From an optimization exercise on the open Yosys and OpenROAD flow, aimed at small area and a short achievable clock period; shortcuts taken in it are not production practice.
Function was checked by simulation only, so behaviour that the tests miss may differ from the original.
The flow treats the clock pin as an ideal source, which a real chip does not have.
Power is estimated from default activity; no workload was simulated.

[design.v]
`default_nettype none
package arf_pkg;
  parameter int num_arch_regs = 32;
  parameter int reg_sel_w     = 5;
  parameter int data_w        = 32;
  parameter int rrf_tag_w     = 6;
  parameter int max_spec      = 8;   
  typedef logic [reg_sel_w-1:0] reg_idx_t;
  typedef logic [rrf_tag_w-1:0] rrf_tag_t;
  typedef logic [max_spec-1:0]  spec_vec_t;
  typedef enum logic [2:0] {
    br_none    = 3'd0,
    br_success = 3'd1,
    br_miss    = 3'd2
  } br_kind_e;
  typedef struct packed {
    br_kind_e  kind;
    spec_vec_t tag;     
  } branch_res_t;
  typedef struct packed {
    logic     busy;
    rrf_tag_t tag;
  } map_entry_t;
  parameter int map_entry_w = 1 + rrf_tag_w;
  typedef logic [num_arch_regs*map_entry_w-1:0] map_state_t;
  typedef struct packed {
    reg_idx_t rs1_1;
    reg_idx_t rs2_1;
    reg_idx_t rs1_2;
    reg_idx_t rs2_2;
  } read_addrs_t;
  typedef struct packed {
    logic [data_w-1:0] data;
    rrf_tag_t          tag;
    logic              busy;
  } operand_t;
  typedef struct packed {
    logic              valid;
    reg_idx_t          dst;       
    logic [data_w-1:0] data;
    rrf_tag_t          rrf_tag;
  } commit_t;
  typedef struct packed {
    logic      valid;
    reg_idx_t  dst;
    rrf_tag_t  rrf_tag;
    spec_vec_t mpft_valid;   
  } dispatch_t;
endpackage
`default_nettype wire
`default_nettype none
module reg_file (
  input  wire                        clk,
  input  wire  [31:0]                rsel1,    
  input  wire  [31:0]                rsel2,
  input  wire  [31:0]                rsel3,
  input  wire  [31:0]                rsel4,
  input  wire  [31:0]                wsel1,    
  input  wire  [31:0]                wsel2,
  input  wire  [arf_pkg::data_w-1:0] wdata1,
  input  wire  [arf_pkg::data_w-1:0] wdata2,
  output wire  [arf_pkg::data_w-1:0] rdata1,
  output wire  [arf_pkg::data_w-1:0] rdata2,
  output wire  [arf_pkg::data_w-1:0] rdata3,
  output wire  [arf_pkg::data_w-1:0] rdata4
);
  localparam int W = arf_pkg::data_w;
  wire [31:1] col [W];
  for (genvar r = 1; r < 32; r++) begin : g_reg
    wire s1;
    wire s2;
    wire h;
    assign s2 = wsel2[r];
    assign s1 = wsel1[r] & ~wsel2[r];   
    assign h  = ~(wsel1[r] | wsel2[r]);
    for (genvar k = 0; k < W; k++) begin : g_bit
      rf_bit u (
        .clk(clk), .s1(s1), .s2(s2), .h(h),
        .d1(wdata1[k]), .d2(wdata2[k]), .q(col[k][r])
      );
    end
  end
  for (genvar k = 0; k < W; k++) begin : g_rd
    sel31 u1 (.s(rsel1[31:1]), .d(col[k]), .y(rdata1[k]));
    sel31 u2 (.s(rsel2[31:1]), .d(col[k]), .y(rdata2[k]));
    sel31 u3 (.s(rsel3[31:1]), .d(col[k]), .y(rdata3[k]));
    sel31 u4 (.s(rsel4[31:1]), .d(col[k]), .y(rdata4[k]));
  end
endmodule
`default_nettype wire
`default_nettype none
module g_aoi22 (
  input  wire a1, b1, a2, b2,
  output wire y
);
  assign y = ~((a1 & b1) | (a2 & b2));
endmodule
module g_nand2 (
  input  wire a, b,
  output wire y
);
  assign y = ~(a & b);
endmodule
module g_nand4 (
  input  wire [3:0] x,
  output wire       y
);
  assign y = ~(&x);
endmodule
module g_nor2 (
  input  wire a, b,
  output wire y
);
  assign y = ~(a | b);
endmodule
module g_inv (
  input  wire a,
  output wire y
);
  assign y = ~a;
endmodule
module dec5 (
  input  wire [4:0]  a,
  output wire [31:0] y
);
  wire [4:0] an;
  wire [3:0] lo_n;
  wire [7:0] hi_n;
  for (genvar b = 0; b < 5; b++) begin : g_an
    g_inv u (.a(a[b]), .y(an[b]));
  end
  for (genvar i = 0; i < 4; i++) begin : g_lo
    g_nand2 u (
      .a(i[0] ? a[0] : an[0]),
      .b(i[1] ? a[1] : an[1]),
      .y(lo_n[i])
    );
  end
  for (genvar j = 0; j < 8; j++) begin : g_hi
    g_nand3 u (
      .a(j[0] ? a[2] : an[2]),
      .b(j[1] ? a[3] : an[3]),
      .c(j[2] ? a[4] : an[4]),
      .y(hi_n[j])
    );
  end
  for (genvar r = 0; r < 32; r++) begin : g_out
    g_nor2 u (.a(lo_n[r % 4]), .b(hi_n[r / 4]), .y(y[r]));
  end
endmodule
module g_nand3 (
  input  wire a, b, c,
  output wire y
);
  assign y = ~(a & b & c);
endmodule
module sel32 (
  input  wire [31:0] s,
  input  wire [31:0] d,
  output wire        y
);
  wire [15:0] t;
  wire [3:0]  u;
  for (genvar i = 0; i < 16; i++) begin : g_t
    g_aoi22 a (.a1(s[2*i]), .b1(d[2*i]), .a2(s[2*i+1]), .b2(d[2*i+1]), .y(t[i]));
  end
  wire [1:0] v;
  for (genvar i = 0; i < 4; i++) begin : g_u
    g_nand4 n (.x(t[4*i +: 4]), .y(u[i]));
  end
  g_nor2  o1 (.a(u[0]), .b(u[1]), .y(v[0]));
  g_nor2  o2 (.a(u[2]), .b(u[3]), .y(v[1]));
  g_nand2 o3 (.a(v[0]), .b(v[1]), .y(y));
endmodule
module sel31 (
  input  wire [31:1] s,
  input  wire [31:1] d,
  output wire        y
);
  wire [15:0] t;
  wire [3:0]  u;
  for (genvar i = 0; i < 15; i++) begin : g_t
    g_aoi22 a (.a1(s[2*i+1]), .b1(d[2*i+1]), .a2(s[2*i+2]), .b2(d[2*i+2]), .y(t[i]));
  end
  g_nand2 l (.a(s[31]), .b(d[31]), .y(t[15]));
  wire [1:0] v;
  for (genvar i = 0; i < 4; i++) begin : g_u
    g_nand4 n (.x(t[4*i +: 4]), .y(u[i]));
  end
  g_nor2  o1 (.a(u[0]), .b(u[1]), .y(v[0]));
  g_nor2  o2 (.a(u[2]), .b(u[3]), .y(v[1]));
  g_nand2 o3 (.a(v[0]), .b(v[1]), .y(y));
endmodule
module rf_bit (
  input  wire clk,
  input  wire s1, s2, h,
  input  wire d1, d2,
  output logic q
);
  wire n1;
  wire n2;
  wire d;
  g_aoi22 u1 (.a1(s2), .b1(d2), .a2(s1), .b2(d1), .y(n1));
  g_nand2 u2 (.a(h), .b(q), .y(n2));
  g_nand2 u3 (.a(n1), .b(n2), .y(d));
  always_ff @(posedge clk) begin
    q <= d;
  end
endmodule
module tag_bit (
  input  wire clk,
  input  wire c, s2, s1, h,
  input  wire dc, d2, d1,
  output logic q
);
  wire n1;
  wire n2;
  wire d;
  g_aoi22 u1 (.a1(c), .b1(dc), .a2(s2), .b2(d2), .y(n1));
  g_aoi22 u2 (.a1(s1), .b1(d1), .a2(h), .b2(q), .y(n2));
  g_nand2  u3 (.a(n1), .b(n2), .y(d));
  always_ff @(posedge clk) begin
    q <= d;
  end
endmodule
module map_entry (
  input  wire                            clk,
  input  wire                            reset,
  input  wire                            copy,
  input  wire                            copy_busy,
  input  wire  [arf_pkg::rrf_tag_w-1:0]  copy_tag,
  input  wire                            set1,
  input  wire                            set2,
  input  wire  [arf_pkg::rrf_tag_w-1:0]  stag1,
  input  wire  [arf_pkg::rrf_tag_w-1:0]  stag2,
  input  wire                            cd1,    
  input  wire                            cd2,
  input  wire                            hit1,   
  input  wire                            hit2,
  output logic                           busy,
  output wire  [arf_pkg::rrf_tag_w-1:0]  tag
);
  wire s1;
  wire s2;
  wire h;
  assign s2 = set2;
  assign s1 = set1 & ~set2;
  assign h  = ~(copy | set1 | set2);
  always_ff @(posedge clk) begin
    if (reset) begin
      busy <= 1'b0;
    end else if (copy) begin
      busy <= copy_busy;
    end else begin
      busy <= set1 | set2 | (busy & ~((cd1 & hit1) | (cd2 & hit2)));
    end
  end
  for (genvar k = 0; k < arf_pkg::rrf_tag_w; k++) begin : g_t
    tag_bit u (
      .clk(clk), .c(copy), .s2(s2), .s1(s1), .h(h),
      .dc(copy_tag[k]), .d2(stag2[k]), .d1(stag1[k]), .q(tag[k])
    );
  end
endmodule
`default_nettype wire
`default_nettype none
module tag_hit (
  input  wire                           valid,
  input  wire [arf_pkg::rrf_tag_w-1:0]  a,
  input  wire [arf_pkg::rrf_tag_w-1:0]  b,
  output wire                           y
);
  assign y = valid && (a == b);
endmodule
module copy_bit (
  input  wire [5:0] w,
  input  wire [5:0] d,
  output wire       y
);
  wire n1;
  wire n2;
  wire n3;
  g_aoi22 u1 (.a1(w[0]), .b1(d[0]), .a2(w[1]), .b2(d[1]), .y(n1));
  g_aoi22 u2 (.a1(w[2]), .b1(d[2]), .a2(w[3]), .b2(d[3]), .y(n2));
  g_aoi22 u3 (.a1(w[4]), .b1(d[4]), .a2(w[5]), .b2(d[5]), .y(n3));
  g_nand3 u4 (.a(n1), .b(n2), .c(n3), .y(y));
endmodule
module rename_table #(
  parameter int num_spec = 5
) (
  input  wire                         clk,
  input  wire                         reset,
  input  wire  [31:0]                 rsel1,     
  input  wire  [31:0]                 rsel2,
  input  wire  [31:0]                 rsel3,
  input  wire  [31:0]                 rsel4,
  input  wire  [31:0]                 ddec1,     
  input  wire  [31:0]                 ddec2,
  input  wire  arf_pkg::dispatch_t    dispatch1,
  input  wire  arf_pkg::dispatch_t    dispatch2,
  input  wire  [31:0]                 cdec1,     
  input  wire  [31:0]                 cdec2,
  input  wire  arf_pkg::commit_t      commit1,
  input  wire  arf_pkg::commit_t      commit2,
  input  wire  arf_pkg::branch_res_t  branch,
  output arf_pkg::rrf_tag_t           tag1,
  output arf_pkg::rrf_tag_t           tag2,
  output arf_pkg::rrf_tag_t           tag3,
  output arf_pkg::rrf_tag_t           tag4,
  output wire                         busy1,
  output wire                         busy2,
  output wire                         busy3,
  output wire                         busy4
);
  localparam int TW = arf_pkg::rrf_tag_w;
  localparam int NC = num_spec + 1;   
  logic no_branch;
  logic is_success;
  logic is_miss;
  assign no_branch  = ~branch.kind[1] & ~branch.kind[0];
  assign is_success = branch.kind[0];
  assign is_miss    = branch.kind[1];
  wire [31:0] busy [NC];
  wire [31:0] tagc [NC][TW];
  wire        hit1 [NC];
  wire        hit2 [NC];
  for (genvar i = 0; i < NC; i++) begin : g_clr
    wire [TW-1:0] ct1;
    wire [TW-1:0] ct2;
    for (genvar k = 0; k < TW; k++) begin : g_k
      sel32 u1 (.s(cdec1), .d(tagc[i][k]), .y(ct1[k]));
      sel32 u2 (.s(cdec2), .d(tagc[i][k]), .y(ct2[k]));
    end
    tag_hit u_h1 (.valid(commit1.valid), .a(ct1), .b(commit1.rrf_tag), .y(hit1[i]));
    tag_hit u_h2 (.valid(commit2.valid), .a(ct2), .b(commit2.rrf_tag), .y(hit2[i]));
  end
  wire [5:0] w;
  assign w[0] = ~is_miss;
  for (genvar j = 1; j <= 5; j++) begin : g_w
    if (j <= num_spec) begin : g_live
      assign w[j] = is_miss & branch.tag[j-1];
    end else begin : g_dead
      assign w[j] = 1'b0;
    end
  end
  wire [31:0]   cp_busy;
  wire [TW-1:0] cp_tag [32];
  for (genvar r = 0; r < 32; r++) begin : g_cp
    logic b;
    always_comb begin
      b = w[0] & busy[0][r] & ~((cdec1[r] & hit1[0]) | (cdec2[r] & hit2[0]));
      for (int j = 1; j < NC; j++) begin
        b = b | (w[j] & busy[j][r]);
      end
    end
    assign cp_busy[r] = b;
    for (genvar k = 0; k < TW; k++) begin : g_k
      wire [5:0] d;
      for (genvar j = 0; j < 6; j++) begin : g_j
        if (j < NC) begin : g_live
          assign d[j] = tagc[j][k][r];
        end else begin : g_dead
          assign d[j] = 1'b0;
        end
      end
      copy_bit u (.w(w), .d(d), .y(cp_tag[r][k]));
    end
  end
  for (genvar i = 0; i < NC; i++) begin : g_map
    wire        en1;
    wire        en2;
    wire        copy;
    if (i == 0) begin : g_master
      assign en1  = no_branch;
      assign en2  = no_branch;
      assign copy = is_miss;
    end else begin : g_ckpt
      assign en1  = no_branch & ~dispatch1.mpft_valid[i-1];
      assign en2  = no_branch & ~dispatch2.mpft_valid[i-1];
      assign copy = is_miss | (is_success & branch.tag[i-1]);
    end
    for (genvar r = 0; r < 32; r++) begin : g_ent
      wire [TW-1:0] t;
      map_entry u (
        .clk      (clk),
        .reset    (reset),
        .copy     (copy),
        .copy_busy(cp_busy[r]),
        .copy_tag (cp_tag[r]),
        .set1     (en1 & ddec1[r]),
        .set2     (en2 & ddec2[r]),
        .stag1    (dispatch1.rrf_tag),
        .stag2    (dispatch2.rrf_tag),
        .cd1      (cdec1[r]),
        .cd2      (cdec2[r]),
        .hit1     (hit1[i]),
        .hit2     (hit2[i]),
        .busy     (busy[i][r]),
        .tag      (t)
      );
      for (genvar k = 0; k < TW; k++) begin : g_k
        assign tagc[i][k][r] = t[k];
      end
    end
  end
  for (genvar k = 0; k < TW; k++) begin : g_rd
    sel32 u1 (.s(rsel1), .d(tagc[0][k]), .y(tag1[k]));
    sel32 u2 (.s(rsel2), .d(tagc[0][k]), .y(tag2[k]));
    sel32 u3 (.s(rsel3), .d(tagc[0][k]), .y(tag3[k]));
    sel32 u4 (.s(rsel4), .d(tagc[0][k]), .y(tag4[k]));
  end
  sel32 u_b1 (.s(rsel1), .d(busy[0]), .y(busy1));
  sel32 u_b2 (.s(rsel2), .d(busy[0]), .y(busy2));
  sel32 u_b3 (.s(rsel3), .d(busy[0]), .y(busy3));
  sel32 u_b4 (.s(rsel4), .d(busy[0]), .y(busy4));
endmodule
`default_nettype wire
`default_nettype none
module arf_top #(
  parameter int num_spec = 5   
) (
  input  wire         clk,
  input  wire         reset,
  input  wire  [19:0] read_addrs_i,    
  input  wire  [43:0] commit1_i,       
  input  wire  [43:0] commit2_i,       
  input  wire  [19:0] dispatch1_i,     
  input  wire  [19:0] dispatch2_i,     
  input  wire  [10:0] branch_i,        
  output wire  [38:0] op_rs1_1,        
  output wire  [38:0] op_rs2_1,
  output wire  [38:0] op_rs1_2,
  output wire  [38:0] op_rs2_2
);
  arf_pkg::read_addrs_t read_addrs;
  arf_pkg::commit_t     commit1;
  arf_pkg::commit_t     commit2;
  arf_pkg::dispatch_t   dispatch1;
  arf_pkg::dispatch_t   dispatch2;
  arf_pkg::branch_res_t branch;
  assign read_addrs = read_addrs_i;
  assign commit1    = commit1_i;
  assign commit2    = commit2_i;
  assign dispatch1  = dispatch1_i;
  assign dispatch2  = dispatch2_i;
  assign branch     = branch_i;
  logic [31:0] rsel1;
  logic [31:0] rsel2;
  logic [31:0] rsel3;
  logic [31:0] rsel4;
  logic [31:0] cdec1;
  logic [31:0] cdec2;
  logic [31:0] wsel1;
  logic [31:0] wsel2;
  logic [31:0] ddec1;
  logic [31:0] ddec2;
  for (genvar r = 0; r < 32; r++) begin : g_dec
    assign cdec1[r] = commit1.dst == 5'(r);
    assign cdec2[r] = commit2.dst == 5'(r);
    assign wsel1[r] = commit1.valid && cdec1[r];
    assign wsel2[r] = commit2.valid && cdec2[r];
    assign ddec1[r] = dispatch1.valid && (dispatch1.dst == 5'(r));
    assign ddec2[r] = dispatch2.valid && (dispatch2.dst == 5'(r));
  end
  dec5 i_dec_rs1_1 (.a(read_addrs.rs1_1), .y(rsel1));
  dec5 i_dec_rs2_1 (.a(read_addrs.rs2_1), .y(rsel2));
  dec5 i_dec_rs1_2 (.a(read_addrs.rs1_2), .y(rsel3));
  dec5 i_dec_rs2_2 (.a(read_addrs.rs2_2), .y(rsel4));
  wire [arf_pkg::data_w-1:0] rdata1;
  wire [arf_pkg::data_w-1:0] rdata2;
  wire [arf_pkg::data_w-1:0] rdata3;
  wire [arf_pkg::data_w-1:0] rdata4;
  wire arf_pkg::rrf_tag_t tag1;
  wire arf_pkg::rrf_tag_t tag2;
  wire arf_pkg::rrf_tag_t tag3;
  wire arf_pkg::rrf_tag_t tag4;
  wire busy1;
  wire busy2;
  wire busy3;
  wire busy4;
  reg_file i_reg_file (
    .clk   (clk),
    .rsel1 (rsel1),
    .rsel2 (rsel2),
    .rsel3 (rsel3),
    .rsel4 (rsel4),
    .wsel1 (wsel1),
    .wsel2 (wsel2),
    .wdata1(commit1.data),
    .wdata2(commit2.data),
    .rdata1(rdata1),
    .rdata2(rdata2),
    .rdata3(rdata3),
    .rdata4(rdata4)
  );
  rename_table #(
    .num_spec(num_spec)
  ) i_rename_table (
    .clk      (clk),
    .reset    (reset),
    .rsel1    (rsel1),
    .rsel2    (rsel2),
    .rsel3    (rsel3),
    .rsel4    (rsel4),
    .ddec1    (ddec1),
    .ddec2    (ddec2),
    .dispatch1(dispatch1),
    .dispatch2(dispatch2),
    .cdec1    (cdec1),
    .cdec2    (cdec2),
    .commit1  (commit1),
    .commit2  (commit2),
    .branch   (branch),
    .tag1     (tag1),
    .tag2     (tag2),
    .tag3     (tag3),
    .tag4     (tag4),
    .busy1    (busy1),
    .busy2    (busy2),
    .busy3    (busy3),
    .busy4    (busy4)
  );
  assign op_rs1_1 = {rdata1, tag1, busy1};
  assign op_rs2_1 = {rdata2, tag2, busy2};
  assign op_rs1_2 = {rdata3, tag3, busy3};
  assign op_rs2_2 = {rdata4, tag4, busy4};
endmodule
`default_nettype wire
[flow/run.sh]
#!/bin/bash
# The standard ORFS layout (standard.sh), with these steps added through
# ORFS's per-step hooks:
#  - floorplan: flow/downsize.tcl puts the combinational cells that
#    synthesis sized up back to drive strength 1 (the repair steps resize
#    them where needed), and flow/small_bufs.tcl keeps the repair steps from
#    buffering with buf_12/buf_16 (also in placement, resizing, CTS and
#    global routing);
#  - CTS: flow/pre_cts.tcl (small buffers only);
#  - after global route: flow/post_grt.tcl sizes up gates on the worst
#    paths (flow/greedy_upsize.tcl), using global-route parasitics;
#  - buffer_ports uses plain buf_4 cells on the ports instead of delay cells.
# make's full output goes to flow_make.log; ORFS keeps each step's log
# under orfs/logs/.
set -euo pipefail
FLOW_DIR="$(pwd)/flow"
bash standard.sh \
  "BUFFER_PORTS_ARGS=-buffer_cell sky130_fd_sc_hd__buf_4" \
  "PRE_FLOORPLAN_TCL=${FLOW_DIR}/pre_floorplan.tcl" \
  "PRE_GLOBAL_PLACE_TCL=${FLOW_DIR}/small_bufs.tcl" \
  "PRE_RESIZE_TCL=${FLOW_DIR}/small_bufs.tcl" \
  "PRE_CTS_TCL=${FLOW_DIR}/pre_cts.tcl" \
  "PRE_GLOBAL_ROUTE_TCL=${FLOW_DIR}/pre_grt.tcl" \
  "POST_GLOBAL_ROUTE_TCL=${FLOW_DIR}/post_grt.tcl" \
  finish > flow_make.log 2>&1
[flow/downsize.tcl]
# PRE_FLOORPLAN hook: synthesis maps each small leaf module on its own and
# sizes its gates for a load it cannot see. Put every combinational cell
# back to drive strength 1 of the same footprint; repair_design and
# repair_timing size up again where slew, capacitance or timing ask for it.
# Flip-flops are left as synthesis made them.
set db [ord::get_db]
set n_swapped 0
foreach inst [[ord::get_db_block] getInsts] {
  set master [$inst getMaster]
  set name [$master getName]
  if {![regexp {^(sky130_fd_sc_hd__[a-z0-9]+)_([0-9]+)$} $name -> base size]} {
    continue
  }
  if {$size eq "1"} {
    continue
  }
  if {[regexp {__(df|edf|sdf|sedf|dl|clk|conb|tap|fill|decap|diode)} $base]} {
    continue
  }
  set small [$db findMaster "${base}_1"]
  if {$small eq "NULL"} {
    continue
  }
  if {[$small getMTermCount] != [$master getMTermCount]} {
    continue
  }
  $inst swapMaster $small
  incr n_swapped
}
puts "downsize.tcl: $n_swapped cells set to drive strength 1"
[flow/greedy_upsize.tcl]
# Greedy gate sizing on the worst setup paths, run after each repair_timing.
#
# repair_timing stops early on this design: the worst paths keep weak gates
# (NAND4_1, NOR2_4, ...) driving the long wires of the register file's read
# trees. This pass walks the worst paths, tries the next drive strength of
# each gate on a path (same cell family, same footprint), and keeps the one
# change that helps that path's endpoint most without lowering the design's
# worst slack. Cells only change size here; detailed placement legalizes
# them afterwards, as it does after repair_timing.

proc gu_family_sizes {base} {
  if {[info exists ::gu_sizes($base)]} {
    return $::gu_sizes($base)
  }
  set db [ord::get_db]
  set res {}
  foreach s {1 2 4 6 8 12 16} {
    set name "${base}_$s"
    set m [$db findMaster $name]
    if {$m eq "NULL"} {
      continue
    }
    if {[regexp {buf_12|buf_16|bufbuf|bufinv|lpflow|probe|clkbuf|clkinv|clkdly|dlygate|dlymetal} $name]} {
      continue
    }
    set lc [get_lib_cells -quiet $name]
    if {$lc eq "" || [get_property $lc dont_use]} {
      continue
    }
    lappend res [list $s $m]
  }
  set ::gu_sizes($base) $res
  return $res
}

proc gu_next {master} {
  set name [$master getName]
  if {![regexp {^(sky130_fd_sc_hd__[a-z0-9]+)_([0-9]+)$} $name -> base size]} {
    return ""
  }
  foreach sm [gu_family_sizes $base] {
    lassign $sm s m
    if {$s > $size} {
      return $m
    }
  }
  return ""
}

proc gu_endpoint_slack {ep} {
  lassign $ep kind name
  if {$kind eq "port"} {
    return [get_property [get_ports $name] slack_max]
  }
  return [get_property [get_pins $name] slack_max]
}

proc greedy_upsize {target max_moves {batch 200}} {
  set moves 0
  set wns [worst_slack -max]
  set stuck {}
  puts "greedy_upsize: worst slack $wns, target $target"
  while {$moves < $max_moves} {
    # read the paths out before any change: a change retimes the design and
    # frees the path objects
    set work {}
    foreach pe [find_timing_paths -path_delay max -group_path_count [expr {$batch + [dict size $stuck]}] \
                  -endpoint_path_count 1 -slack_max $target] {
      set epin [get_property $pe endpoint]
      if {[get_property $epin is_port]} {
        set ep [list port [get_full_name $epin]]
      } else {
        set ep [list pin [get_full_name $epin]]
      }
      if {[dict exists $stuck $ep]} {
        continue
      }
      set insts {}
      foreach p [get_property $pe points] {
        set pin [get_property $p pin]
        if {[get_property $pin direction] ne "output"} {
          continue
        }
        if {[catch {set inst [sta::sta_to_db_inst [get_cells -of_objects $pin]]}]} {
          continue
        }
        lappend insts $inst
      }
      lappend work [list $ep $insts]
      if {[llength $work] >= $batch} {
        break
      }
    }
    if {[llength $work] == 0} {
      break
    }
    set round 0
    foreach w $work {
      lassign $w ep insts
      set s0 [gu_endpoint_slack $ep]
      if {$s0 >= $target} {
        continue
      }
      set best_gain 0.003
      set best_inst ""
      set best_m ""
      foreach inst $insts {
        if {[$inst isFixed]} {
          continue
        }
        set m [$inst getMaster]
        set next [gu_next $m]
        if {$next eq ""} {
          continue
        }
        $inst swapMaster $next
        set s1 [gu_endpoint_slack $ep]
        $inst swapMaster $m
        set gain [expr {$s1 - $s0}]
        if {$gain > $best_gain} {
          set best_gain $gain
          set best_inst $inst
          set best_m $next
        }
      }
      set kept 0
      if {$best_inst ne ""} {
        set old_m [$best_inst getMaster]
        $best_inst swapMaster $best_m
        set w1 [worst_slack -max]
        if {$w1 >= $wns - 0.001} {
          incr moves
          incr round
          set wns $w1
          set kept 1
        } else {
          $best_inst swapMaster $old_m
        }
      }
      if {!$kept} {
        dict set stuck $ep 1
      }
      if {$moves >= $max_moves} {
        break
      }
    }
    if {$round == 0 && [llength $work] < $batch} {
      break
    }
  }
  puts "greedy_upsize: $moves cells sized up, worst slack now [worst_slack -max]"
}

# Wire capacitance of each routing layer as setRC.tcl gives it, scaled by
# factor (1.0 puts the platform's values back).
proc gu_set_rc {factor} {
  source $::env(PLATFORM_DIR)/setRC.tcl
  if {$factor == 1.0} {
    return
  }
  foreach {layer cap res} {
    met1 1.72375E-04 8.929e-04
    met2 1.36233E-04 8.929e-04
    met3 2.14962E-04 1.567e-04
    met4 1.48128E-04 1.567e-04
    met5 1.54087E-04 1.781e-05
  } {
    set_layer_rc -layer $layer -capacitance [expr {$cap * $factor}] -resistance $res
  }
}

[flow/post_grt.tcl]
# POST_GLOBAL_ROUTE hook: greedy sizing (flow/greedy_upsize.tcl) of every
# path with less than 3 ns of slack, on global-route parasitics, once the
# step's own repairs are done. Detailed routing and extraction come out
# slower than the global-route estimate on some nets, so the pass aims well
# above the slack it can reach on the worst path. Then detailed placement
# legalizes the resized cells, the changed nets are routed again, and hold
# is repaired.
source [file join [file dirname [info script]] greedy_upsize.tcl]
greedy_upsize 3.0 4000
global_route -start_incremental
detailed_placement
global_route -end_incremental
estimate_parasitics -global_routing
repair_timing -hold -hold_margin 0.05 -match_cell_footprint
global_route -start_incremental
detailed_placement
global_route -end_incremental
estimate_parasitics -global_routing
report_worst_slack -max
report_worst_slack -min
[flow/pre_cts.tcl]
# PRE_CTS hook: keep the repair steps to small buffers.
source [file join [file dirname [info script]] small_bufs.tcl]
[flow/pre_floorplan.tcl]
source [file join [file dirname [info script]] downsize.tcl]
source [file join [file dirname [info script]] small_bufs.tcl]
[flow/pre_grt.tcl]
# PRE_GLOBAL_ROUTE hook: keep the repair steps to small buffers.
source [file join [file dirname [info script]] small_bufs.tcl]
[flow/small_bufs.tcl]
# Repair steps (repair_design, repair_timing) otherwise buffer long or
# heavily loaded nets with buf_12/buf_16 cells; keep them to buf_8 and
# smaller, which are enough for the loads in this design.
set_dont_use [get_lib_cells {sky130_fd_sc_hd__buf_12 sky130_fd_sc_hd__buf_16 sky130_fd_sc_hd__bufbuf_8 sky130_fd_sc_hd__bufbuf_16 sky130_fd_sc_hd__bufinv_8 sky130_fd_sc_hd__bufinv_16}]
[standard.sh]
#!/bin/bash
# synth_recipe.tcl (not shown) runs the flow's synth.tcl, then flattens the netlist and writes it again
# the make line also repeats each setting of config.mk as NAME=value (left out here)
make -C /OpenROAD-flow-scripts/flow DESIGN_CONFIG=/design/flow/config.mk WORK_HOME=/design/flow/orfs CLKGATE_MAP_FILE= SYNTH_SCRIPT=/design/flow/synth_recipe.tcl "${@:-finish}"
[config.mk]
export PLATFORM = sky130hd
export DESIGN_NAME = arf_top
export DESIGN_NICKNAME = arf_top
export VERILOG_FILES = /design/flow/design.v
export SDC_FILE = /design/flow/constraint.sdc
export NUM_CORES = 8
export LEC_CHECK = 0
export CAP_MARGIN = 20
export CELL_PAD_IN_SITES_DETAIL_PLACEMENT = 2
export CELL_PAD_IN_SITES_GLOBAL_PLACEMENT = 2
export CORE_MARGIN = 2
export CORE_UTILIZATION = 33
export CTS_BUF_LIST = sky130_fd_sc_hd__clkbuf_8 sky130_fd_sc_hd__clkbuf_16
export CTS_CLUSTER_DIAMETER = 70
export CTS_CLUSTER_SIZE = 20
export GPL_TIMING_DRIVEN = 1
export PLACE_DENSITY = 0.5
export SETUP_SLACK_MARGIN = 0.0
export SLEW_MARGIN = 20
export SYNTH_HIERARCHICAL = 1
[constraint.sdc]
create_clock -name core_clock -period 6.0 [get_ports {clk}]
set_input_delay 1.2000 -clock core_clock [delete_from_list [all_inputs] [get_ports {clk}]]
set_output_delay 1.2000 -clock core_clock [all_outputs]
set_load 0.01 [all_outputs]
==> impl_metrics.env, run 1 <==
export IMPL_die_h_microns=650
export IMPL_syn_num_nets=17400
export IMPL_start_util_pct=33.1
export IMPL_gp_congestion=1.10
export IMPL_grt_antenna_before_repair=171
export IMPL_cts_buffers=244
export IMPL_worst_endpoint="op_rs2_2[6]"
export IMPL_grt_max_degree=83
export IMPL_dp_hpwl_microns=879000
export IMPL_syn_inst=17200
export IMPL_stop_stage="global routing (5_1_grt)"
export IMPL_pre_cts_ws_ns=0.0260
export IMPL_row_count=237
export IMPL_outcome="did not finish"
export IMPL_io_pins=317
export IMPL_firstError="[ERROR EST-0104] inconsistent parasitics state"
export IMPL_ys_warn_count=11
export IMPL_post_cts_buffers=0
export IMPL_die_w_microns=650
export IMPL_place_port_buffers=306
export IMPL_cts_resized_gates=0
export IMPL_post_dp_cell_area_sq_mm=0.157
export IMPL_ctsHoldBuffers=0
export IMPL_netlist_area_sq_mm=0.138
export IMPL_syn_avg_cell_area_sq_um=8.00
export IMPL_worstEndpointType="output port"
export IMPL_dp_cells=24200
[worst min path at each step]
stage	from	endpoint	slack, ns	depth (start not counted)
CTS	i_rename_table.g_map[5].g_ent[30].u.busy	i_rename_table.g_map[5].g_ent[30].u.busy	0.48	2
detailed placement	i_rename_table.g_map[5].g_ent[20].u.busy	i_rename_table.g_map[5].g_ent[20].u.busy	0.47	2
global placement	i_rename_table.g_map[2].g_ent[2].u.busy	i_rename_table.g_map[2].g_ent[2].u.busy	0.46	2
floorplan	i_rename_table.g_map[1].g_ent[0].u.busy	i_rename_table.g_map[1].g_ent[0].u.busy	0.44	2
[power by group through the flow]
stage / clock, mW / combinational [mW] / sequential [mW]
2_1_floorplan: 0 / 6.96 / 23.1
3_3_place_gp: 0 / 13.4 / 26.4
3_5_place_dp: 0 / 13.9 / 26.6
4_1_cts: 17.4 / 14.0 / 26.3
==> run 2: changes to the inputs <==
--- a/design.v
+++ b/design.v
@@ -115,37 +115,2 @@
 endmodule
-module g_inv (
-  input  wire a,
-  output wire y
-);
-  assign y = ~a;
-endmodule
-module dec5 (
-  input  wire [4:0]  a,
-  output wire [31:0] y
-);
-  wire [4:0] an;
-  wire [3:0] lo_n;
-  wire [7:0] hi_n;
-  for (genvar b = 0; b < 5; b++) begin : g_an
-    g_inv u (.a(a[b]), .y(an[b]));
-  end
-  for (genvar i = 0; i < 4; i++) begin : g_lo
-    g_nand2 u (
-      .a(i[0] ? a[0] : an[0]),
-      .b(i[1] ? a[1] : an[1]),
-      .y(lo_n[i])
-    );
-  end
-  for (genvar j = 0; j < 8; j++) begin : g_hi
-    g_nand3 u (
-      .a(j[0] ? a[2] : an[2]),
-      .b(j[1] ? a[3] : an[3]),
-      .c(j[2] ? a[4] : an[4]),
-      .y(hi_n[j])
-    );
-  end
-  for (genvar r = 0; r < 32; r++) begin : g_out
-    g_nor2 u (.a(lo_n[r % 4]), .b(hi_n[r / 4]), .y(y[r]));
-  end
-endmodule
 module g_nand3 (
@@ -457,2 +422,6 @@
   for (genvar r = 0; r < 32; r++) begin : g_dec
+    assign rsel1[r] = read_addrs.rs1_1 == 5'(r);
+    assign rsel2[r] = read_addrs.rs2_1 == 5'(r);
+    assign rsel3[r] = read_addrs.rs1_2 == 5'(r);
+    assign rsel4[r] = read_addrs.rs2_2 == 5'(r);
     assign cdec1[r] = commit1.dst == 5'(r);
@@ -464,6 +433,2 @@
   end
-  dec5 i_dec_rs1_1 (.a(read_addrs.rs1_1), .y(rsel1));
-  dec5 i_dec_rs2_1 (.a(read_addrs.rs2_1), .y(rsel2));
-  dec5 i_dec_rs1_2 (.a(read_addrs.rs1_2), .y(rsel3));
-  dec5 i_dec_rs2_2 (.a(read_addrs.rs2_2), .y(rsel4));
   wire [arf_pkg::data_w-1:0] rdata1;
==> flow/run.sh (replaced) <==
#!/bin/bash
# The standard ORFS layout (standard.sh), with these steps added through
# ORFS's per-step hooks:
#  - floorplan: flow/downsize.tcl puts the combinational cells that
#    synthesis sized up back to drive strength 1 (the repair steps resize
#    them where needed), and flow/small_bufs.tcl keeps the repair steps from
#    buffering with buf_12/buf_16;
#  - before global placement: flow/rf_place.tcl places the register file as
#    a regular array at the bottom of the core (FIRM during global placement);
#  - pin placement: flow/io_pins.tcl puts the read address and read data pins
#    under that array;
#  - resizing: flow/unfirm.tcl frees the array cells again, so resizing and
#    detailed placement treat them like any other cell;
#  - buffer_ports uses plain buf_4 cells on the ports instead of delay cells.
# make's full output goes to flow_make.log; ORFS keeps each step's log
# under orfs/logs/.
set -euo pipefail
FLOW_DIR="$(pwd)/flow"
bash standard.sh \
  "BUFFER_PORTS_ARGS=-buffer_cell sky130_fd_sc_hd__buf_4" \
  "PRE_FLOORPLAN_TCL=${FLOW_DIR}/pre_floorplan.tcl" \
  "PRE_GLOBAL_PLACE_SKIP_IO_TCL=${FLOW_DIR}/rf_place.tcl" \
  "PRE_IO_PLACEMENT_TCL=${FLOW_DIR}/io_pins.tcl" \
  "PRE_RESIZE_TCL=${FLOW_DIR}/unfirm.tcl" \
  "PRE_CTS_TCL=${FLOW_DIR}/small_bufs.tcl" \
  "PRE_GLOBAL_ROUTE_TCL=${FLOW_DIR}/small_bufs.tcl" \
  finish > flow_make.log 2>&1
==> flow/io_pins.tcl (new file) <==
# PRE_IO_PLACEMENT hook: the register file array (flow/rf_place.tcl) sits
# at the bottom of the core; put its read address inputs and data outputs on
# the bottom edge under it, and the other ports on the other edges.
proc port_names {patterns} {
  set names {}
  foreach p [get_ports $patterns] {
    lappend names [get_full_name $p]
  }
  return $names
}
set block [ord::get_db_block]
set core [$block getCoreArea]
set die [$block getDieArea]
set dbu [$block getDbUnitsPerMicron]
source [file join [file dirname [info script]] rf_params.tcl]
set site_w 460
set slot_w [expr {$::rfp_RF_SLOT_SITES * $site_w}]
set rf_w [expr {$::rfp_RF_SLOTS * $slot_w}]
set core_w [expr {[$core xMax] - [$core xMin]}]
set x0 [expr {[$core xMin] + (($core_w - $rf_w) / 2 / $site_w) * $site_w}]
set lo [expr {double($x0) / $dbu}]
set hi [expr {double($x0 + $rf_w) / $dbu}]
set data {}
foreach p {op_rs1_1 op_rs2_1 op_rs1_2 op_rs2_2} {
  for {set b 7} {$b <= 38} {incr b} {
    lappend data "$p\[$b\]"
  }
}
set rest {}
foreach p {op_rs1_1 op_rs2_1 op_rs1_2 op_rs2_2} {
  for {set b 0} {$b <= 6} {incr b} {
    lappend rest "$p\[$b\]"
  }
}
set_io_pin_constraint -pin_names [concat $data [port_names {read_addrs_i*}]] -region "bottom:$lo-$hi"
set_io_pin_constraint -pin_names $rest -region right:*
set_io_pin_constraint -pin_names [port_names {commit1_i* commit2_i* dispatch1_i* dispatch2_i* branch_i* reset}] -region left:*
==> flow/rf_params.tcl (new file) <==
# Shape of the register file array (flow/rf_place.tcl, flow/io_pins.tcl):
# each register is a band of RF_SUBROWS site rows with RF_SLOTS bit slots of
# RF_SLOT_SITES sites each.
set ::rfp_RF_SUBROWS 4
set ::rfp_RF_SLOTS 8
set ::rfp_RF_SLOT_SITES 110
set ::rfp_PAD_SITES 1
# cells of a slot are spread out by this factor over the slot
set ::rfp_STRETCH 1.7
==> flow/rf_place.tcl (new file) <==
# PRE_GLOBAL_PLACE_SKIP_IO hook: place the register file as a regular array
# before global placement, and mark its cells FIRM so that global placement
# puts the rest of the design around it (flow/unfirm.tcl frees them again
# before resizing and detailed placement, which legalizes them).
#
# Register r (1..31) is a band of RF_SUBROWS site rows at the bottom of the
# core; bit k sits in sub-row k / RF_SLOTS, slot k % RF_SLOTS. A slot holds the
# bit's flip-flop and write gates, then its share of the read select trees:
# the AOI22 that reads registers (2i+1, 2i+2) goes to one of those two
# registers' slots, and the NAND4 / NOR2 / NAND2 levels above them sit in
# the slots of the registers they cover. Each bit column thus forms a
# vertical stripe with its four read trees inside it.

source [file join [file dirname [info script]] rf_params.tcl]

set ::rfp_block [ord::get_db_block]
set ::rfp_core [$::rfp_block getCoreArea]

# rows by y
set ::rfp_row_at {}
foreach row [$::rfp_block getRows] {
  set y [lindex [$row getOrigin] 1]
  dict set ::rfp_row_at $y $row
}
set ::rfp_ys [lsort -integer [dict keys $::rfp_row_at]]
set ::rfp_site_w [[[dict get $::rfp_row_at [lindex $::rfp_ys 0]] getSite] getWidth]

set ::rfp_slot_w [expr {$::rfp_RF_SLOT_SITES * $::rfp_site_w}]
set ::rfp_rf_w [expr {$::rfp_RF_SLOTS * $::rfp_slot_w}]
set ::rfp_core_w [expr {[$::rfp_core xMax] - [$::rfp_core xMin]}]
set ::rfp_x0 [expr {[$::rfp_core xMin] + (($::rfp_core_w - $::rfp_rf_w) / 2 / $::rfp_site_w) * $::rfp_site_w}]

proc net_driver {net} {
  foreach it [$net getITerms] {
    if {[$it isOutputSignal]} {
      return [$it getInst]
    }
  }
  return ""
}

proc out_net {inst} {
  foreach it [$inst getITerms] {
    if {[$it isOutputSignal]} {
      return [$it getNet]
    }
  }
  return ""
}

proc loads_of {net} {
  set res {}
  if {$net eq "" || $net eq "NULL"} {
    return $res
  }
  foreach it [$net getITerms] {
    if {[$it isInputSignal]} {
      lappend res [$it getInst]
    }
  }
  return $res
}

# flip-flops of the register file
set flop {}
set flop_of_net {}
foreach inst [$::rfp_block getInsts] {
  set n [$inst getName]
  if {[regexp {^i_reg_file\.g_reg\\?\[(\d+)\\?\]\.g_bit\\?\[(\d+)\\?\]\.u\.q} $n -> r k]} {
    dict set flop "$r,$k" $inst
    set q [[$inst findITerm Q] getNet]
    dict set flop_of_net [$q getName] [list $r $k]
  }
}
puts "rf_place.tcl: [dict size $flop] register file flip-flops"

# slot cursors and cell positions
set ::rfp_cursor {}
set ::rfp_placed {}
proc slot_xy {r k} {
  set band [expr {$r - 1}]
  set sub [expr {$k / $::rfp_RF_SLOTS}]
  set pos [expr {$k % $::rfp_RF_SLOTS}]
  set ri [expr {$band * $::rfp_RF_SUBROWS + $sub}]
  return [list [expr {$::rfp_x0 + $pos * $::rfp_slot_w}] [lindex $::rfp_ys $ri]]
}
proc put {inst r k {flex 0}} {
  set key [$inst getName]
  if {[dict exists $::rfp_placed $key]} {
    return [lindex [dict get $::rfp_placed $key] 0]
  }
  set w [expr {[[$inst getMaster] getWidth] + 2 * $::rfp_PAD_SITES * $::rfp_site_w}]
  if {$flex} {
    # nearest register band in this column with room left in its slot
    set best $r
    foreach d {0 1 -1 2 -2 3 -3 4 -4 5 -5 6 -6 7 -7 8 -8} {
      set rr [expr {$r + $d}]
      if {$rr < 1 || $rr > 31} {
        continue
      }
      set c 0
      if {[dict exists $::rfp_cursor "$rr,$k"]} {
        set c [dict get $::rfp_cursor "$rr,$k"]
      }
      if {($c + $w) * $::rfp_STRETCH <= $::rfp_slot_w} {
        set best $rr
        break
      }
    }
    set r $best
  }
  lassign [slot_xy $r $k] sx sy
  set c 0
  if {[dict exists $::rfp_cursor "$r,$k"]} {
    set c [dict get $::rfp_cursor "$r,$k"]
  }
  # spread the slot's cells over the whole slot, leaving gaps for routing
  set x [expr {$sx + int(($c * $::rfp_STRETCH) / $::rfp_site_w) * $::rfp_site_w + $::rfp_PAD_SITES * $::rfp_site_w}]
  dict set ::rfp_cursor "$r,$k" [expr {$c + $w}]
  set row [dict get $::rfp_row_at $sy]
  $inst setOrient [$row getOrient]
  $inst setLocation $x $sy
  $inst setPlacementStatus FIRM
  dict set ::rfp_placed $key [list $r $k]
  return $r
}

# write gates and the hold NAND of each bit, then collect the read cells
set read_cells {}
dict for {rk f} $flop {
  lassign [split $rk ,] r k
  set qnet [[$f findITerm Q] getNet]
  set dnet [[$f findITerm D] getNet]
  set n3 [net_driver $dnet]
  put $f $r $k
  set hold ""
  if {$n3 ne ""} {
    put $n3 $r $k
    foreach it [$n3 getITerms] {
      if {[$it isInputSignal] && [$it getNet] ne "NULL"} {
        set d [net_driver [$it getNet]]
        if {$d ne ""} {
          # the hold NAND reads this flop's Q; the other is the write AOI22
          set reads_q 0
          foreach it2 [$d getITerms] {
            if {[$it2 isInputSignal] && [$it2 getNet] eq $qnet} {
              set reads_q 1
            }
          }
          if {$reads_q} {
            set hold $d
          }
          put $d $r $k
        }
      }
    }
  }
  foreach l [loads_of $qnet] {
    if {$l ne $hold && $l ne $n3 && [[$l getMaster] getName] ne [[$f getMaster] getName]} {
      dict lappend read_cells [$l getName] [list $r $k]
    }
  }
}

# first level of the read trees: host each cell in the slot of one of the
# registers it reads, alternating so both slots share the load
set tree_r {}
set pair_count {}
dict for {name rks} $read_cells {
  set inst [$::rfp_block findInst $name]
  set rs {}
  foreach rk $rks {
    lappend rs [lindex $rk 0]
  }
  set rs [lsort -integer $rs]
  set k [lindex [lindex $rks 0] 1]
  set key "[join $rs ,]|$k"
  set n 0
  if {[dict exists $pair_count $key]} {
    set n [dict get $pair_count $key]
  }
  dict set pair_count $key [expr {$n + 1}]
  set host [lindex $rs [expr {($n / 2) % [llength $rs]}]]
  set host [put $inst $host $k 1]
  dict set tree_r $name [list $host $k]
}

# upper levels: place each gate at the mean register of its inputs, in the
# same column, until the tree reaches a cell outside the register file
set level $tree_r
for {set lv 0} {$lv < 4} {incr lv} {
  set next {}
  dict for {name rk} $level {
    set inst [$::rfp_block findInst $name]
    foreach l [loads_of [out_net $inst]] {
      set ln [$l getName]
      if {[string match "*DFF*" [[$l getMaster] getName]] || [string match "*dfxtp*" [[$l getMaster] getName]]} {
        continue
      }
      dict lappend next $ln $rk
    }
  }
  set level {}
  dict for {ln rks} $next {
    set sum 0
    foreach rk $rks {
      incr sum [lindex $rk 0]
    }
    set k [lindex [lindex $rks 0] 1]
    set r [expr {int(round(double($sum) / [llength $rks]))}]
    set inst [$::rfp_block findInst $ln]
    if {[llength [loads_of [out_net $inst]]] == 0} {
      # the tree's last gate drives the output port: bottom band
      set r 1
    }
    set r [put $inst $r $k 1]
    dict set level $ln [list $r $k]
  }
}
puts "rf_place.tcl: [dict size $::rfp_placed] cells placed in the register file array"
==> flow/unfirm.tcl (new file) <==
# PRE_RESIZE hook: the register file array was FIRM only for global
# placement; let resizing and detailed placement move its cells again.
set n 0
foreach inst [[ord::get_db_block] getInsts] {
  if {[$inst getPlacementStatus] eq "FIRM"} {
    $inst setPlacementStatus PLACED
    incr n
  }
}
puts "unfirm.tcl: $n cells set back to PLACED"
source [file join [file dirname [info script]] small_bufs.tcl]
==> config.mk (replaced) <==
export PLATFORM = sky130hd
export DESIGN_NAME = arf_top
export DESIGN_NICKNAME = arf_top
export VERILOG_FILES = /design/flow/design.v
export SDC_FILE = /design/flow/constraint.sdc
export NUM_CORES = 8
export LEC_CHECK = 0
export CAP_MARGIN = 5
export CELL_PAD_IN_SITES_DETAIL_PLACEMENT = 1
export CELL_PAD_IN_SITES_GLOBAL_PLACEMENT = 2
export CORE_MARGIN = 2
export CORE_UTILIZATION = 36
export CTS_BUF_LIST = sky130_fd_sc_hd__clkbuf_8 sky130_fd_sc_hd__clkbuf_16
export CTS_CLUSTER_DIAMETER = 70
export CTS_CLUSTER_SIZE = 20
export GPL_TIMING_DRIVEN = 0
export PLACE_DENSITY = 0.55
export SETUP_SLACK_MARGIN = 0.5
export SLEW_MARGIN = 5
export SYNTH_HIERARCHICAL = 1
removed: flow/greedy_upsize.tcl
removed: flow/post_grt.tcl
removed: flow/pre_cts.tcl
removed: flow/pre_grt.tcl
==> impl_metrics.env, run 2 <==
export IMPL_ys_warn_count=11
export IMPL_grt_max_degree=114
export IMPL_grt_overflow=33
export IMPL_die_h_microns=622
export IMPL_dp_hpwl_microns=918000
export IMPL_cts_buffers=211
export IMPL_grt_use_total_pct=64.4
export IMPL_gp_congestion=1.86
export IMPL_post_dp_cell_area_sq_mm=0.155
export IMPL_io_pins=317
export IMPL_place_port_buffers=301
export IMPL_outcome="did not finish"
export IMPL_syn_inst=17200
export IMPL_dp_cells=23000
export IMPL_start_util_pct=36.1
export IMPL_syn_num_nets=17400
export IMPL_row_count=227
export IMPL_die_w_microns=622
export IMPL_syn_avg_cell_area_sq_um=8.00
export IMPL_stop_stage="global routing (5_1_grt)"
export IMPL_netlist_area_sq_mm=0.138
export IMPL_firstError="[ERROR GRT-0232] Routing congestion too high. Check the congestion heatmap in the GUI."
run 2: through the flow:
stage | TNS, ns | setup slack (ns)
floorplan | -67.91 | -0.107
global placement | - | -11.70
detailed placement | -701.71 | -3.92
CTS | 0 | 0.447
run 2: how the worst max path moves through the flow:
stage                   from  slack, ns  cells past startpoint                                        to
4_1_cts        commit1_i[41]       0.45                     20   i_rename_table.g_map[0].g_ent[6].u.busy
3_5_place_dp   commit1_i[42]      -3.92                     20   i_rename_table.g_map[0].g_ent[6].u.busy
3_3_place_gp   commit1_i[42]     -11.70                     15  i_rename_table.g_map[1].g_ent[30].u.busy
2_1_floorplan    branch_i[9]      -0.11                      5   i_rename_table.g_map[3].g_ent[0].u.busy
run 2: metal layers:
layer	GRT overflow	global-route usage, %
met1	0	68.0
met2	15	78.1
met3	2	51.6
met4	16	54.4
met5	0	28.4
run 2: power groups by stage:
stage / clock network (mW) / logic [mW] / registers (mW)
4_1_cts: 15.0 / 14.4 / 26.4
3_5_place_dp: 0 / 14.2 / 26.7
3_3_place_gp: 0 / 13.7 / 26.5
2_1_floorplan: 0 / 6.96 / 23.1
run 2: what timing repair did:
action / 4_1_cts
cloned: 14
buffers inserted: 89
hold buffers: 0
resized for setup: 208
setup endpoints to repair: 332
pin swaps: 71
